What follows belongs to an exercise in optimizing a design on an open flow for small area; a production flow would make more cautious choices.
Only simulation tests tie the RTL to the original design; equivalence was not proved.
Power is estimated from default activity; no workload was simulated. The clock port is modelled as an ideal driver; clocking choices that lean on that would not hold on a real chip.

==> flow/design.v (excerpt) <==
module neopixel_top #(
  parameter int BUFFER_END = 63,
  parameter int T0H    = 20,
  parameter int T1H    = 40,
  parameter int TBIT   = 63,
  parameter int TRESET = 2500,
  localparam int IDX_W = $clog2(BUFFER_END + 1)
) (
  input  logic                   busClk,
  input  logic                   rst,
  input  logic [13:0]            bus_addr,
  input  logic [7:0]             bus_wdata,
  input  logic                   bus_write,
  input  logic                   bus_read,
  output logic [7:0]             bus_rdata,
  input  logic                   sync_start,
  output logic                   dout
);
export LEC_CHECK = 0
export CAP_MARGIN = 20
export CORE_MARGIN = 2
export CORE_UTILIZATION = 45
export CTS_BUF_LIST = sky130_fd_sc_hd__clkbuf_16
export CTS_CLUSTER_DIAMETER = 100
export CTS_CLUSTER_SIZE = 30
export PLACE_DENSITY = 0.75
export SLEW_MARGIN = 20
export SYNTH_HIERARCHICAL = 1
export SYNTH_MINIMUM_KEEP_SIZE = 0
create_clock -name core_clock -period 20.0 [get_ports {busClk}]
run.sh (not shown) runs the stock make flow with config.mk's settings and CLKGATE_MAP_FILE= SYNTH_SCRIPT=/design/flow/synth_recipe.tcl, a recipe that flattens the netlist after the stock synthesis.
The first run completed without violations.
==> next run, changes <==
==> flow/flow/run.sh (new file) <==
#!/bin/bash
# Own layout flow: the standard flow (standard synthesis, floorplan,
# placement, routing) with two changes passed to ORFS through its own
# variables:
#  - CTS without dummy loads, clustering flip-flops 30 to a clkbuf_16
#  - the port buffers that global placement adds are buf_1 cells
# Every tool's output goes to standard.log here; ORFS keeps its per-step
# logs under orfs/logs.
set -euo pipefail
export CTS_ARGS="-sink_clustering_enable -repair_clock_nets -buf_list sky130_fd_sc_hd__clkbuf_16 -sink_clustering_size 30 -sink_clustering_max_diameter 100 -dont_use_dummy_load"
export BUFFER_PORTS_ARGS="-buffer_cell sky130_fd_sc_hd__buf_1"
bash standard.sh > standard.log 2>&1
==> flow/standard.sh (new file) <==
#!/bin/bash
# synth_recipe.tcl (not shown) runs the flow's synth.tcl, then flattens the netlist and writes it again
# the make line also repeats each setting of config.mk as NAME=value (left out here)
make -C /OpenROAD-flow-scripts/flow DESIGN_CONFIG=/design/flow/config.mk WORK_HOME=/design/flow/orfs CLKGATE_MAP_FILE= SYNTH_SCRIPT=/design/flow/synth_recipe.tcl "${@:-finish}"
removed: flow/run.sh
Via count stays flat.
Sequential power barely changes.
Final cell count barely changes.
==> next run, changes <==
==> flow/run.sh (new file) <==
#!/bin/bash
# synth_recipe.tcl (not shown) runs the flow's synth.tcl, then flattens the netlist and writes it again
# the make line also repeats each setting of config.mk as NAME=value (left out here)
make -C /OpenROAD-flow-scripts/flow DESIGN_CONFIG=/design/flow/config.mk WORK_HOME=/design/flow/orfs CLKGATE_MAP_FILE= SYNTH_SCRIPT=/design/flow/synth_recipe.tcl finish
Settings changed: PLACE_DENSITY 0.75 to unset.
removed: flow/flow/run.sh
removed: flow/standard.sh
Result:
- The new run completed with no timing, DRC or antenna violations
- setup slack is worse by 1.2 ns
- sequential cell count does not change
- hold slack hardly moves
- core utilization grows by 0.51 points
- power rose slightly
- clock skew goes down by 0.014 ns
- design area grows slightly
- register-to-register slack gets worse by 0.39 ns
- die area is unchanged
- area after synthesis does not change
- routed wire length is higher by roughly a tenth


Another version of the RTL of neopixel_top (not shown whole).
Size in the first run: about 3300 cells after synthesis, roughly 36 I/O pins, about 39000 sq um of cells after synthesis.
==> flow/config.mk <==
export PLATFORM = sky130hd
export DESIGN_NAME = neopixel_top
export DESIGN_NICKNAME = neopixel_top
export VERILOG_FILES = /design/flow/design.v
export SDC_FILE = /design/flow/constraint.sdc
export NUM_CORES = 4
export LEC_CHECK = 0
export CAP_MARGIN = 20
export CORE_MARGIN = 2
export CORE_UTILIZATION = 45
export CTS_BUF_LIST = sky130_fd_sc_hd__clkbuf_8
export CTS_CLUSTER_DIAMETER = 60
export CTS_CLUSTER_SIZE = 16
export SLEW_MARGIN = 20
export SYNTH_HIERARCHICAL = 1
export SYNTH_MINIMUM_KEEP_SIZE = 0
==> flow/constraint.sdc <==
create_clock -name core_clock -period 20.0 [get_ports {busClk}]
set_input_delay 4.0000 -clock core_clock [delete_from_list [all_inputs] [get_ports {busClk}]]
set_output_delay 4.0000 -clock core_clock [all_outputs]
set_load 0.01 [all_outputs]
Stock flow here: none of the scripts above is used.
The starting point produced a clean layout.
Rerun with:
- CTS_BUF_LIST: sky130_fd_sc_hd__clkbuf_8 -> sky130_fd_sc_hd__clkbuf_16
- CTS_CLUSTER_DIAMETER: 60 -> 100
- CTS_CLUSTER_SIZE: 16 -> 30
Hold slack is better by 3.0 ps.
Setup slack is worse by 190 ps.
Sequential power stays flat.
Die area stays the same.
Total power is lower by about 7%.
Global-route usage is lower by 0.44 points.
Synthesized cell count does not change.
Clock power is lower by 19%.
Final area is lower by 1.7%.
Rerun with:
- CTS_CLUSTER_DIAMETER: 100 -> 50
After rerunning: The changed run completed with no timing, DRC or antenna violations; synthesized area stays the same; hold slack got worse by 8.4 ps; setup slack gets better by 120 ps; global-route usage came out higher by 0.57 points; via count increases by a few percent; critical path depth does not change; sequential share of layout area is lower by 3.0 points; wire length rises slightly; die area stays the same; maximum frequency rose slightly; total power went up by a quarter to a third.


neopixel_top, a different RTL version from the one above (not shown whole).
Size in the first run: ~3300 cells after synthesis, ~36 I/O pins, roughly 0.039 mm^2 of cells after synthesis.
Settings: LEC_CHECK=0, CAP_MARGIN=20, CORE_MARGIN=2, CORE_UTILIZATION=45, CTS_BUF_LIST=sky130_fd_sc_hd__clkbuf_16, CTS_CLUSTER_DIAMETER=100, CTS_CLUSTER_SIZE=30, SLEW_MARGIN=20, SYNTH_HIERARCHICAL=1, SYNTH_MINIMUM_KEEP_SIZE=0; clock period 20.0 ns.
standard.sh (not shown) runs the stock make flow with config.mk's settings and CLKGATE_MAP_FILE= SYNTH_SCRIPT=/design/flow/synth_recipe.tcl, a recipe that flattens the netlist after the stock synthesis.
==> flow/flow/run.sh <==
#!/bin/bash
# Own layout flow: the standard flow (standard synthesis, floorplan,
# placement, routing) with two changes passed to ORFS through its own
# variables:
#  - CTS without dummy loads, clustering flip-flops 30 to a clkbuf_16
#  - the port buffers that global placement adds are buf_1 cells
# Every tool's output goes to standard.log here; ORFS keeps its per-step
# logs under orfs/logs.
set -euo pipefail
export CTS_ARGS="-sink_clustering_enable -repair_clock_nets -buf_list sky130_fd_sc_hd__clkbuf_16 -sink_clustering_size 30 -sink_clustering_max_diameter 100 -dont_use_dummy_load"
export BUFFER_PORTS_ARGS="-buffer_cell sky130_fd_sc_hd__buf_1"
bash standard.sh > standard.log 2>&1
Rerun with:
PLACE_DENSITY = 0.75   (was default)
Effect: Design area stays flat. Routed wire length goes down by 5.2%. Critical path depth goes up by 1.

port drivers added, routing unchanged:
The flow's constraints put no driver on any port. The routed layouts listed below were extracted and timed again, unchanged, in two steps. Step 1 assumes that a clkbuf_16 drives the clock port and a buf_2 every other input. Step 2 adds t to the input delays and takes it off the output delays; t is the mean of the earliest and latest rising clock arrival at the registers after step 1. Input paths then give back, and output paths get back, about the clock's delay inside the block. Three values: ideal, step 1, step 2; two values: the first two.
run	t, ns	setup WS [ns]	slew at the worst register clock pin (ns)	cell pins on the clock port's net
the first run of note 1	0.676	11.474 / 11.508 / 10.832	0.12 / 0.12	1
the second run of note 1	0.674	12.230 / 12.272 / 11.598	0.12 / 0.12	1
the third run of note 1	0.684	11.053 / 11.035 / 10.351	0.12 / 0.12	1
the first run of note 2	0.789	11.028 / 11.007 / 10.217	0.11 / 0.11	1
the second run of note 2	0.693	10.840 / 10.834 / 10.141	0.12 / 0.12	1
the third run of note 2	0.754	10.955 / 10.941 / 10.187	0.08 / 0.08	1
the first run of note 3	0.679	11.341 / 11.370 / 10.691	0.12 / 0.12	1
the second run of note 3	0.680	11.271 / 11.257 / 10.577	0.12 / 0.12	1
After both steps setup and hold are still met in every run listed. The setup slack of the first run of note 2, which loses most, moves by -0.021 ns with the drivers and by -0.811 ns with both steps.
